Source: an optimization exercise on an open RTL-to-GDS flow (aim: small area and a short achievable clock period). Production flows keep margins and buffers that such runs may drop. RTL that was checked went through simulation tests only; none was proved equivalent to the original. The flow treats the clock pin as an ideal source. Dropping or thinning the clock tree relies on that and would not hold on a real chip. No activity file was given, so power comes from the tool's default toggle rates.

== rev 12 ==
==> flow/design.v (excerpt) <==
module frameReadout (
	input logic clk,
	input logic rst,
	input logic [frameReadoutPkg::NumChan-1:0] strobe,
	input logic wrEn,
	input logic [frameReadoutPkg::ChanWidth-1:0] wrChan,
	input logic [frameReadoutPkg::AdrWidth-1:0] wrAdr,
	input logic [frameReadoutPkg::DataWidth-1:0] wrData,
	output logic txd,
	output logic busy
);
==> flow/config.mk <==
export PLATFORM = sky130hd
export DESIGN_NAME = frameReadout
export DESIGN_NICKNAME = frameReadout
export VERILOG_FILES = /design/flow/design.v
export SDC_FILE = /design/flow/constraint.sdc
export NUM_CORES = 4
export LEC_CHECK = 0
export CAP_MARGIN = 20
export CORE_MARGIN = 2
export CORE_UTILIZATION = 40
export CTS_BUF_LIST = sky130_fd_sc_hd__clkbuf_16
export CTS_CLUSTER_DIAMETER = 60
export CTS_CLUSTER_SIZE = 30
export SETUP_SLACK_MARGIN = 3.2
export SLEW_MARGIN = 20
==> flow/constraint.sdc <==
create_clock -name core_clock -period 5.0 [get_ports {clk}]
set_input_delay 1.0000 -clock core_clock [delete_from_list [all_inputs] [get_ports {clk}]]
set_output_delay 1.0000 -clock core_clock [all_outputs]
set_load 0.01 [all_outputs]
standard.sh (not shown) runs the stock make flow with config.mk's settings and CLKGATE_MAP_FILE= SYNTH_SCRIPT=/design/flow/synth_recipe.tcl, a recipe that flattens the netlist after the stock synthesis.
==> flow/flow/run.sh <==
#!/bin/bash
set -euo pipefail
here=$(pwd)
res=$here/orfs/results/sky130hd/frameReadout/base
bash standard.sh cts > standard_cts.log 2>&1
CTS_ODB=$res/4_cts.odb OUT_ODB=$res/4_cts.odb openroad -no_init -exit flow/unroot.tcl > unroot.log 2>&1
bash standard.sh finish > standard_finish.log 2>&1
==> flow/flow/unroot.tcl <==
# Drop the clock tree's root buffer and let the clock port drive its loads, when they are few.
set db_file $::env(CTS_ODB)
read_db $db_file
set block [ord::get_db_block]
set port_net [[$block findBTerm clk] getNet]
set loads {}
foreach it [$port_net getITerms] { lappend loads $it }
puts "clock port loads: [llength $loads]"
if {[llength $loads] == 1} {
  set root [[lindex $loads 0] getInst]
  set out_net ""
  foreach it [$root getITerms] {
    if {[$it isOutputSignal]} { set out_net [$it getNet] }
  }
  set subs {}
  foreach it [$out_net getITerms] { if {[$it isInputSignal]} { lappend subs $it } }
  puts "root [$root getName] ([[$root getMaster] getName]) drives [llength $subs] pins"
  if {[llength $subs] <= 4} {
    foreach it $subs { $it disconnect; $it connect $port_net }
    odb::dbInst_destroy $root
    odb::dbNet_destroy $out_net
    puts "root buffer removed"
    write_db $::env(OUT_ODB)
  }
}
## Diff of input files: rev 13 against rev 12
- SETUP_SLACK_MARGIN: 3.2 -> 3.1
Findings:
From rev 13 to rev 12, maximum number of pins on one net before global-route repair did not move at all.
Rev 13: full flow OK, the timing, design-rule and antenna checks passed
Having completed the whole flow, rev 12 delivered a layout that passed the timing, design-rule and antenna checks.
Compared with rev 12, in rev 13 initial DRC count was more or less identical; register clock-pin slew on the reported worst setup and hold paths was more or less identical; final design area excluding fillers was more or less identical.
Rev 13 ended up with busy as its endpoint of the most critical setup path; rev 12 ended up with txd.
Worst setup slack: rev 13 vs rev 12, no meaningful difference
Compared with rev 12, in rev 13 total number of cells along the worst setup path fell 1; quantity of gates resized following cts went down.
No functional check of the RTL was part of any run of this note.

* * *

frameReadout again, from the RTL that the note above started with.
## frameReadout
module frameReadout (
	input logic clk,
	input logic rst,
	input logic [frameReadoutPkg::NumChan-1:0] strobe,
	input logic wrEn,
	input logic [frameReadoutPkg::ChanWidth-1:0] wrChan,
	input logic [frameReadoutPkg::AdrWidth-1:0] wrAdr,
	input logic [frameReadoutPkg::DataWidth-1:0] wrData,
	output logic txd,
	output logic busy
);
Settings: LEC_CHECK=0, CAP_MARGIN=20, CORE_MARGIN=2, CORE_UTILIZATION=40, CTS_BUF_LIST=sky130_fd_sc_hd__clkbuf_16, CTS_CLUSTER_DIAMETER=60, CTS_CLUSTER_SIZE=30, SETUP_SLACK_MARGIN=3.2, SLEW_MARGIN=20; clock period 5.0 ns.
==> flow/flow/run.sh <==
#!/bin/bash
# Standard layout, except for the clock tree: after CTS its root buffer is dropped, so the clock
# port drives the tree's first level (4 pins), and both remaining levels become inverters.
set -euo pipefail
here=$(pwd)
res=$here/orfs/results/sky130hd/frameReadout/base
bash standard.sh cts > standard_cts.log 2>&1
CTS_ODB=$res/4_cts.odb OUT_ODB=$res/4_cts.odb openroad -no_init -exit flow/invtree.tcl > invtree.log 2>&1
bash standard.sh finish > standard_finish.log 2>&1
==> flow/flow/invtree.tcl <==
read_db $::env(CTS_ODB)
set block [ord::get_db_block]

proc out_net {inst} {
  foreach it [$inst getITerms] { if {[$it isOutputSignal]} { return [$it getNet] } }
  return "NULL"
}
proc in_loads {net} {
  set r {}
  foreach it [$net getITerms] { if {[$it isInputSignal]} { lappend r $it } }
  return $r
}
proc is_clkbuf {inst} { return [string match "sky130_fd_sc_hd__clkbuf_*" [[$inst getMaster] getName]] }

set port_net [[$block findBTerm clk] getNet]
set loads [$port_net getITerms]
if {[llength $loads] != 1} { puts "clock port drives [llength $loads] pins: left as is"; exit 0 }
set root [[lindex $loads 0] getInst]
set root_net [out_net $root]
set mids [in_loads $root_net]
if {![is_clkbuf $root] || [llength $mids] > 4} { puts "root drives [llength $mids] pins: left as is"; exit 0 }
# every load of a first-level buffer must be a buffer, so both levels can be inverted
set leaves {}
foreach it $mids {
  set mid [$it getInst]
  if {![is_clkbuf $mid]} { puts "first level [$mid getName] is not a buffer: left as is"; exit 0 }
  set n [out_net $mid]
  if {$n eq "NULL"} { puts "first level [$mid getName] drives nothing: left as is"; exit 0 }
  foreach l [in_loads $n] {
    if {![is_clkbuf [$l getInst]]} { puts "[[$l getInst] getName] under [$mid getName] is not a buffer: left as is"; exit 0 }
    lappend leaves [$l getInst]
  }
}

proc to_inv {inst master_name} {
  set block [ord::get_db_block]
  set m [[ord::get_db] findMaster $master_name]
  set a [[$inst findITerm A] getNet]
  set x [[$inst findITerm X] getNet]
  set loc [$inst getLocation]
  set name [$inst getName]
  odb::dbInst_destroy $inst
  set n [odb::dbInst_create $block $m "${name}_inv"]
  $n setLocation [lindex $loc 0] [lindex $loc 1]
  $n setPlacementStatus PLACED
  [$n findITerm A] connect $a
  [$n findITerm Y] connect $x
  foreach it [$n getITerms] {
    set sig [[$it getMTerm] getSigType]
    if {$sig eq "POWER"} { $it connect [$block findNet VDD] }
    if {$sig eq "GROUND"} { $it connect [$block findNet VSS] }
  }
}

foreach it $mids { $it disconnect; $it connect $port_net }
odb::dbInst_destroy $root
odb::dbNet_destroy $root_net
puts "root buffer removed; clock port drives [llength $mids] pins"
set nleaf 0
foreach l $leaves {
  # dummy loads that CTS added drive nothing; they stay buffers
  if {[out_net $l] eq "NULL"} { continue }
  to_inv $l sky130_fd_sc_hd__clkinv_8
  incr nleaf
}
foreach it $mids { to_inv [$it getInst] sky130_fd_sc_hd__clkinv_16 }
puts "inverted [llength $mids] first-level and $nleaf second-level buffers"
detailed_placement
check_placement
write_db $::env(OUT_ODB)
Change:
--- a/flow/flow/invtree.tcl
+++ b/flow/flow/invtree.tcl
@@ -29,4 +29,7 @@
   foreach l [in_loads $n] {
-    if {![is_clkbuf [$l getInst]]} { puts "[[$l getInst] getName] under [$mid getName] is not a buffer: left as is"; exit 0 }
-    lappend leaves [$l getInst]
+    set li [$l getInst]
+    # dummy loads that CTS added drive nothing; they stay as they are
+    if {[out_net $li] eq "NULL"} { continue }
+    if {![is_clkbuf $li]} { puts "[$li getName] under [$mid getName] is not a buffer: left as is"; exit 0 }
+    lappend leaves $li
   }
@@ -60,4 +63,2 @@
 foreach l $leaves {
-  # dummy loads that CTS added drive nothing; they stay buffers
-  if {[out_net $l] eq "NULL"} { continue }
   to_inv $l sky130_fd_sc_hd__clkinv_8
--- a/flow/config.mk
+++ b/flow/config.mk
@@ -13,3 +13,3 @@
 export CTS_CLUSTER_SIZE = 30
-export SETUP_SLACK_MARGIN = 3.2
+export SETUP_SLACK_MARGIN = 3.3
 export SLEW_MARGIN = 20
After rerunning: The new run ran to the end with no violations; combinational power rises by about 3%; total power falls by 7.2%; final area falls by 0.72%; area after synthesis does not change; core utilization falls by 0.31 points; routed wire length falls by 0.55%; clock skew rises by 8.5 ps; setup slack improves by 330 ps.
No run of this note included a check of the RTL's function; only the layout flow was run.

* * *

run A:
frameReadout, a different RTL version from the one above (not shown whole).
Size in the first run: roughly 2100 cells after synthesis, ~26 I/O pins, ~24000 um2 of cells after synthesis.
clock: 5.0 ns
lec_check: 0
cap_margin: 20
core_margin: 2
core_utilization: 40
cts_buf_list: sky130_fd_sc_hd__clkbuf_8 sky130_fd_sc_hd__clkbuf_16
cts_cluster_diameter: 60
cts_cluster_size: 20
setup_slack_margin: 2.8
slew_margin: 20
run.sh (not shown) runs the stock make flow with config.mk's settings and CLKGATE_MAP_FILE= SYNTH_SCRIPT=/design/flow/synth_recipe.tcl, a recipe that flattens the netlist after the stock synthesis.
Stock flow here: none of the scripts above is used.
Run A: flow completed, timing, DRC and antenna clean
Input-level comparison between run B and run A:
Settings: a change of SETUP_SLACK_MARGIN from 2.8 to 3.0.
==> flow/flow/run.sh (new file) <==
#!/bin/bash
set -euo pipefail
here=$(pwd)
res=$here/orfs/results/sky130hd/frameReadout/base
bash standard.sh cts > standard_cts.log 2>&1
CTS_ODB=$res/4_cts.odb OUT_ODB=$res/4_cts.odb openroad -no_init -exit flow/unroot.tcl > unroot.log 2>&1
bash standard.sh finish > standard_finish.log 2>&1
==> flow/flow/unroot.tcl (new file) <==
# Drop the clock tree's root buffer and let the clock port drive its loads, when they are few.
set db_file $::env(CTS_ODB)
read_db $db_file
set block [ord::get_db_block]
set port_net [[$block findBTerm clk] getNet]
set loads {}
foreach it [$port_net getITerms] { lappend loads $it }
puts "clock port loads: [llength $loads]"
if {[llength $loads] == 1} {
  set root [[lindex $loads 0] getInst]
  set out_net ""
  foreach it [$root getITerms] {
    if {[$it isOutputSignal]} { set out_net [$it getNet] }
  }
  set subs {}
  foreach it [$out_net getITerms] { if {[$it isInputSignal]} { lappend subs $it } }
  puts "root [$root getName] ([[$root getMaster] getName]) drives [llength $subs] pins"
  if {[llength $subs] <= 4} {
    foreach it $subs { $it disconnect; $it connect $port_net }
    odb::dbInst_destroy $root
    odb::dbNet_destroy $out_net
    puts "root buffer removed"
    write_db $::env(OUT_ODB)
  }
}
==> flow/standard.sh (new file) <==
#!/bin/bash
# synth_recipe.tcl (not shown) runs the flow's synth.tcl, then flattens the netlist and writes it again
# the make line also repeats each setting of config.mk as NAME=value (left out here)
make -C /OpenROAD-flow-scripts/flow DESIGN_CONFIG=/design/flow/config.mk WORK_HOME=/design/flow/orfs CLKGATE_MAP_FILE= SYNTH_SCRIPT=/design/flow/synth_recipe.tcl "${@:-finish}"
removed: flow/run.sh
--- outcome ---
Run B against run A: routing usage on met2 increased by 0.29 points relative to the old numbers, sequential power share increased by 0.2 points relative to the old numbers, layout overhead on the synthesized area increased by 0.58 points relative to the old numbers, first-iteration DRC count increased by 12 relative to the old numbers. Taking run A as the reference, in run B utilization went up 0.24 points, detailed-routed wire length on met3 went down about 0.7%, period utilization went down 2.3 points.
Input-level comparison between run C and run B:
Settings: SETUP_SLACK_MARGIN: 3.0 -> 2.8; CTS_CLUSTER_SIZE: 20 -> 30; CTS_BUF_LIST: sky130_fd_sc_hd__clkbuf_8 sky130_fd_sc_hd__clkbuf_16 -> sky130_fd_sc_hd__clkbuf_16; CTS_CLUSTER_DIAMETER: 60 -> 80.
==> flow/run.sh (new file) <==
#!/bin/bash
# synth_recipe.tcl (not shown) runs the flow's synth.tcl, then flattens the netlist and writes it again
# the make line also repeats each setting of config.mk as NAME=value (left out here)
make -C /OpenROAD-flow-scripts/flow DESIGN_CONFIG=/design/flow/config.mk WORK_HOME=/design/flow/orfs CLKGATE_MAP_FILE= SYNTH_SCRIPT=/design/flow/synth_recipe.tcl finish
removed: flow/flow/run.sh
removed: flow/flow/unroot.tcl
removed: flow/standard.sh
## What came out
- The slowest stage cell on the critical path comes out sky130_fd_sc_hd__dfrtp_2 in one run and sky130_fd_sc_hd__or3_4 in the other, namely in run C and run B respectively.
- Compared with run B, run C shows wire length on met1 that has gone up slightly.
- Looking at signal arrival time at the worst endpoint, run C sits 1.21 ns lower than run B does.
- Relative to run B, total non-filler cell area in the finished layout has decreased by 2.0% in run C.

* * *

Another version of the RTL of frameReadout (not shown whole).
Size: about 2300 cells after synthesis, about 830 flip-flops, about 26 I/O pins, roughly 0.026 sq mm of cells after synthesis.
export LEC_CHECK = 0
export CAP_MARGIN = 20
export CORE_MARGIN = 2
export CORE_UTILIZATION = 55
export CTS_BUF_LIST = sky130_fd_sc_hd__clkbuf_16
export CTS_CLUSTER_DIAMETER = 80
export CTS_CLUSTER_SIZE = 30
export SETUP_SLACK_MARGIN = 3.2
export SLEW_MARGIN = 20
create_clock -name core_clock -period 5.0 [get_ports {clk}]
standard.sh (not shown) runs the stock make flow with config.mk's settings and CLKGATE_MAP_FILE= SYNTH_SCRIPT=/design/flow/synth_recipe.tcl, a recipe that flattens the netlist after the stock synthesis.
==> flow/flow/run.sh <==
#!/bin/bash
set -euo pipefail
here=$(pwd)
res=$here/orfs/results/sky130hd/frameReadout/base
bash standard.sh cts > standard_cts.log 2>&1
CTS_ODB=$res/4_cts.odb OUT_ODB=$res/4_cts.odb openroad -no_init -exit flow/unroot.tcl > unroot.log 2>&1
bash standard.sh finish > standard_finish.log 2>&1
==> flow/flow/unroot.tcl <==
# Drop the clock tree's root buffer and let the clock port drive its loads, when they are few.
set db_file $::env(CTS_ODB)
read_db $db_file
set block [ord::get_db_block]
set port_net [[$block findBTerm clk] getNet]
set loads {}
foreach it [$port_net getITerms] { lappend loads $it }
puts "clock port loads: [llength $loads]"
if {[llength $loads] == 1} {
  set root [[lindex $loads 0] getInst]
  set out_net ""
  foreach it [$root getITerms] {
    if {[$it isOutputSignal]} { set out_net [$it getNet] }
  }
  set subs {}
  foreach it [$out_net getITerms] { if {[$it isInputSignal]} { lappend subs $it } }
  puts "root [$root getName] ([[$root getMaster] getName]) drives [llength $subs] pins"
  if {[llength $subs] <= 4} {
    foreach it $subs { $it disconnect; $it connect $port_net }
    odb::dbInst_destroy $root
    odb::dbNet_destroy $out_net
    puts "root buffer removed"
    write_db $::env(OUT_ODB)
  }
}
Change:
CORE_UTILIZATION = 40   (was 55)
GPL_TIMING_DRIVEN = 1   (was default)
Cell area is higher by 0.69%.
Final cell count is higher by 8.6%.
Register-to-register slack is worse by 0.06 ns.
Die area is higher by 37%.
Wire length is higher by 3.3%.
Worst hold slack is about the same.
Setup slack stays flat.
Total power is lower by 1.7%.
Combinational power is lower by 8.8%.
Change:
GPL_TIMING_DRIVEN = default   (was 1)
After rerunning: Via count does not change. Worst hold slack does not change. Synthesized area stays the same. Sequential share of layout area does not change. Final area is unchanged. Clock power is about the same.
No run of this note included a check of the RTL's function; only the layout flow was run.

* * *

## job 3416
frameReadout, a different RTL version from the one above (not shown whole).
For scale: roughly 2300 cells after synthesis, ~830 flip-flops, ~26 I/O pins, about 26000 um^2 of cells after synthesis.
// frameReadout
module frameReadout (
	input logic clk,
	input logic rst,
	input logic [frameReadoutPkg::NumChan-1:0] strobe,
	input logic wrEn,
	input logic [frameReadoutPkg::ChanWidth-1:0] wrChan,
	input logic [frameReadoutPkg::AdrWidth-1:0] wrAdr,
	input logic [frameReadoutPkg::DataWidth-1:0] wrData,
	output logic txd,
	output logic busy
);
	logic [frameReadoutPkg::NumChan-1:0] pending;
	logic [frameReadoutPkg::NumChan-1:0] grant;
	logic [frameReadoutPkg::DataWidth-1:0] byteOutN;
	logic [frameReadoutPkg::SlotWidth-1:0] slotCnt;
	logic [frameReadoutPkg::AdrWidth-1:0] wordCnt;
	logic [frameReadoutPkg::NumChan-1:0] chanSel;
	strobeSync i_strobeSync (
		.clk(clk),
		.rst(rst),
		.strobe(strobe),
		.grant(grant),
		.pending(pending)
	);
	readSequencer i_readSequencer (
		.clk(clk),
		.rst(rst),
		.pending(pending),
		.grant(grant),
		.busy(busy),
		.slotCnt(slotCnt),
		.wordCnt(wordCnt),
		.chanSel(chanSel)
	);
	frameBuffer i_frameBuffer (
		.clk(clk),
		.wrEn(wrEn),
		.wrChan(wrChan),
		.wrAdr(wrAdr),
		.wrData(wrData),
		.rdChan(chanSel),
		.rdAdr(wordCnt),
		.slotCnt(slotCnt),
		.byteOutN(byteOutN)
	);
	uartTx i_uartTx (
		.clk(clk),
		.rst(rst),
		.reading(busy),
		.slotCnt(slotCnt),
		.byteInN(byteOutN),
		.txd(txd)
	);
endmodule
==> flow/config.mk <==
export PLATFORM = sky130hd
export DESIGN_NAME = frameReadout
export DESIGN_NICKNAME = frameReadout
export VERILOG_FILES = /design/flow/design.v
export SDC_FILE = /design/flow/constraint.sdc
export NUM_CORES = 4
export LEC_CHECK = 0
export CAP_MARGIN = 20
export CORE_MARGIN = 2
export CORE_UTILIZATION = 40
export CTS_BUF_LIST = sky130_fd_sc_hd__clkbuf_16
export CTS_CLUSTER_DIAMETER = 70
export CTS_CLUSTER_SIZE = 33
export SETUP_SLACK_MARGIN = 3.3
export SLEW_MARGIN = 20
==> flow/constraint.sdc <==
create_clock -name core_clock -period 5.0 [get_ports {clk}]
set_input_delay 1.0000 -clock core_clock [delete_from_list [all_inputs] [get_ports {clk}]]
set_output_delay 1.0000 -clock core_clock [all_outputs]
set_load 0.01 [all_outputs]
==> flow/flow/run.sh <==
#!/bin/bash
# Standard layout, except for the clock tree: after CTS its root buffer is dropped, so the clock
# port drives the tree's first level (4 pins), and both remaining levels become inverters.
set -euo pipefail
here=$(pwd)
res=$here/orfs/results/sky130hd/frameReadout/base
bash standard.sh cts > standard_cts.log 2>&1
CTS_ODB=$res/4_cts.odb OUT_ODB=$res/4_cts.odb openroad -no_init -exit flow/invtree.tcl > invtree.log 2>&1
bash standard.sh finish > standard_finish.log 2>&1
Other scripts of this flow, unchanged in this note and not shown: flow/flow/invtree.tcl
Job 3416 did not stop at any stage, and its layout met the timing, design-rule and antenna checks.
Here is what was changed in the inputs of job 4827 compared with job 3416.
- SETUP_SLACK_MARGIN changed from 3.3 to 3.2
- CTS_CLUSTER_SIZE changed from 33 to 30
- CTS_CLUSTER_DIAMETER changed from 70 to 60
--- outcome ---
Job 4827 vs. job 3416: maximum achievable frequency down 1.0%; net switching power figure went up by about 8%; sequential cell area share lower; post-route clock period utilization up 0.37 points; sequential cell area shows no meaningful change. Summary of the comparison: wire length the detailed router placed on met1 is higher in job 4827, relative to job 3416. Net switching fraction of the power in job 4827 is 1.5 points above job 3416. Against job 3416, routed wire length in job 4827 rose slightly. The number of signal-net inverters in the final layout reported for job 4827 is greater than that of job 3416 by about 13%. Looking at multi-input combinational area share across job 3416 and job 4827, the one that comes out lower is job 4827.
### job 4827 -> job 9272
- changing SETUP_SLACK_MARGIN from 3.2 to 3.3
- setting ABC_AREA to 1 for the first time
- changing CTS_CLUSTER_DIAMETER from 60 to 70
==> comparison <==
Number of buffers other than clock buffers in the final layout grows by more than 10% when moving from job 4827 to job 9272.
Sort job 4827 and job 9272 by arrival time of the worst setup path asc -> top: job 4827
Comparing job 4827 and job 9272, the higher switching component of the power was measured on job 4827.
In job 9272 relative to job 4827, finished layout cell area had gone down slightly.
[job 9272 vs job 4827] synthesized cell count: higher in job 9272
> inputs changed (job 9272 -> job 6646)
- CAP_MARGIN now 0, was 20
- CTS_CLUSTER_SIZE now 27, was 30
- SLEW_MARGIN now 0, was 20
- ABC_AREA no longer set, was 1
Findings:
- Compared with job 9272, job 6646 is the more power-hungry design.
- Job 6646 vs job 9272: overall fraction of global-route tracks in use down
- Job 6646 — worst setup slack 50 ps higher, job 9272 as reference

==> separate check: timing with driven ports <==
No port has a modelled driver above. Below, the same layouts with a new extraction and two added sets of constraints. Step 1 assumes that a clkbuf_16 drives the clock port and a buf_2 every other input. Step 2 times the ports against the registers' clock, not the clock port: input delays grow and output delays shrink by t, the midpoint of the rising clock arrivals with the driver on. Three values: ideal ports, drivers, drivers and shift; two values: the first two.
run	shift t [ns]	setup WS [ns]	latest minus earliest clock arrival (ns)	pins driven straight from the clock port
rev 12	0.546	3.061 / 2.930 / 2.640	0.033 / 0.033	4
rev 13	0.532	3.062 / 2.940 / 2.714	0.046 / 0.046	4
the first run of note 2	0.673	2.860 / 2.796 / 2.626	0.032 / 0.031	1
the second run of note 2	0.550	3.189 / 2.926 / 2.884	0.040 / 0.042	4
run A	0.661	2.835 / 2.776 / 2.245	0.023 / 0.023	1
run B	0.536	2.952 / 2.920 / 2.488	0.028 / 0.027	4
run C	0.645	2.856 / 2.798 / 2.277	0.022 / 0.023	1
the first run of note 4	0.514	3.053 / 2.928 / 2.834	0.017 / 0.017	4
the second run of note 4	0.518	3.052 / 2.923 / 2.903	0.025 / 0.025	4
the third run of note 4	0.518	3.052 / 2.923 / 2.903	0.025 / 0.025	4
job 3416	0.520	3.206 / 2.952 / 2.923	0.058 / 0.059	4
job 4827	0.551	3.188 / 2.930 / 2.919	0.048 / 0.048	4
job 9272	0.532	3.158 / 2.900 / 3.042	0.049 / 0.049	4
job 6646	0.520	3.207 / 2.956 / 2.921	0.056 / 0.057	4
After both steps setup and hold are still met in every run listed. The setup slack of run A, which loses most, moves by -0.059 ns with the drivers and by -0.590 ns with both steps.
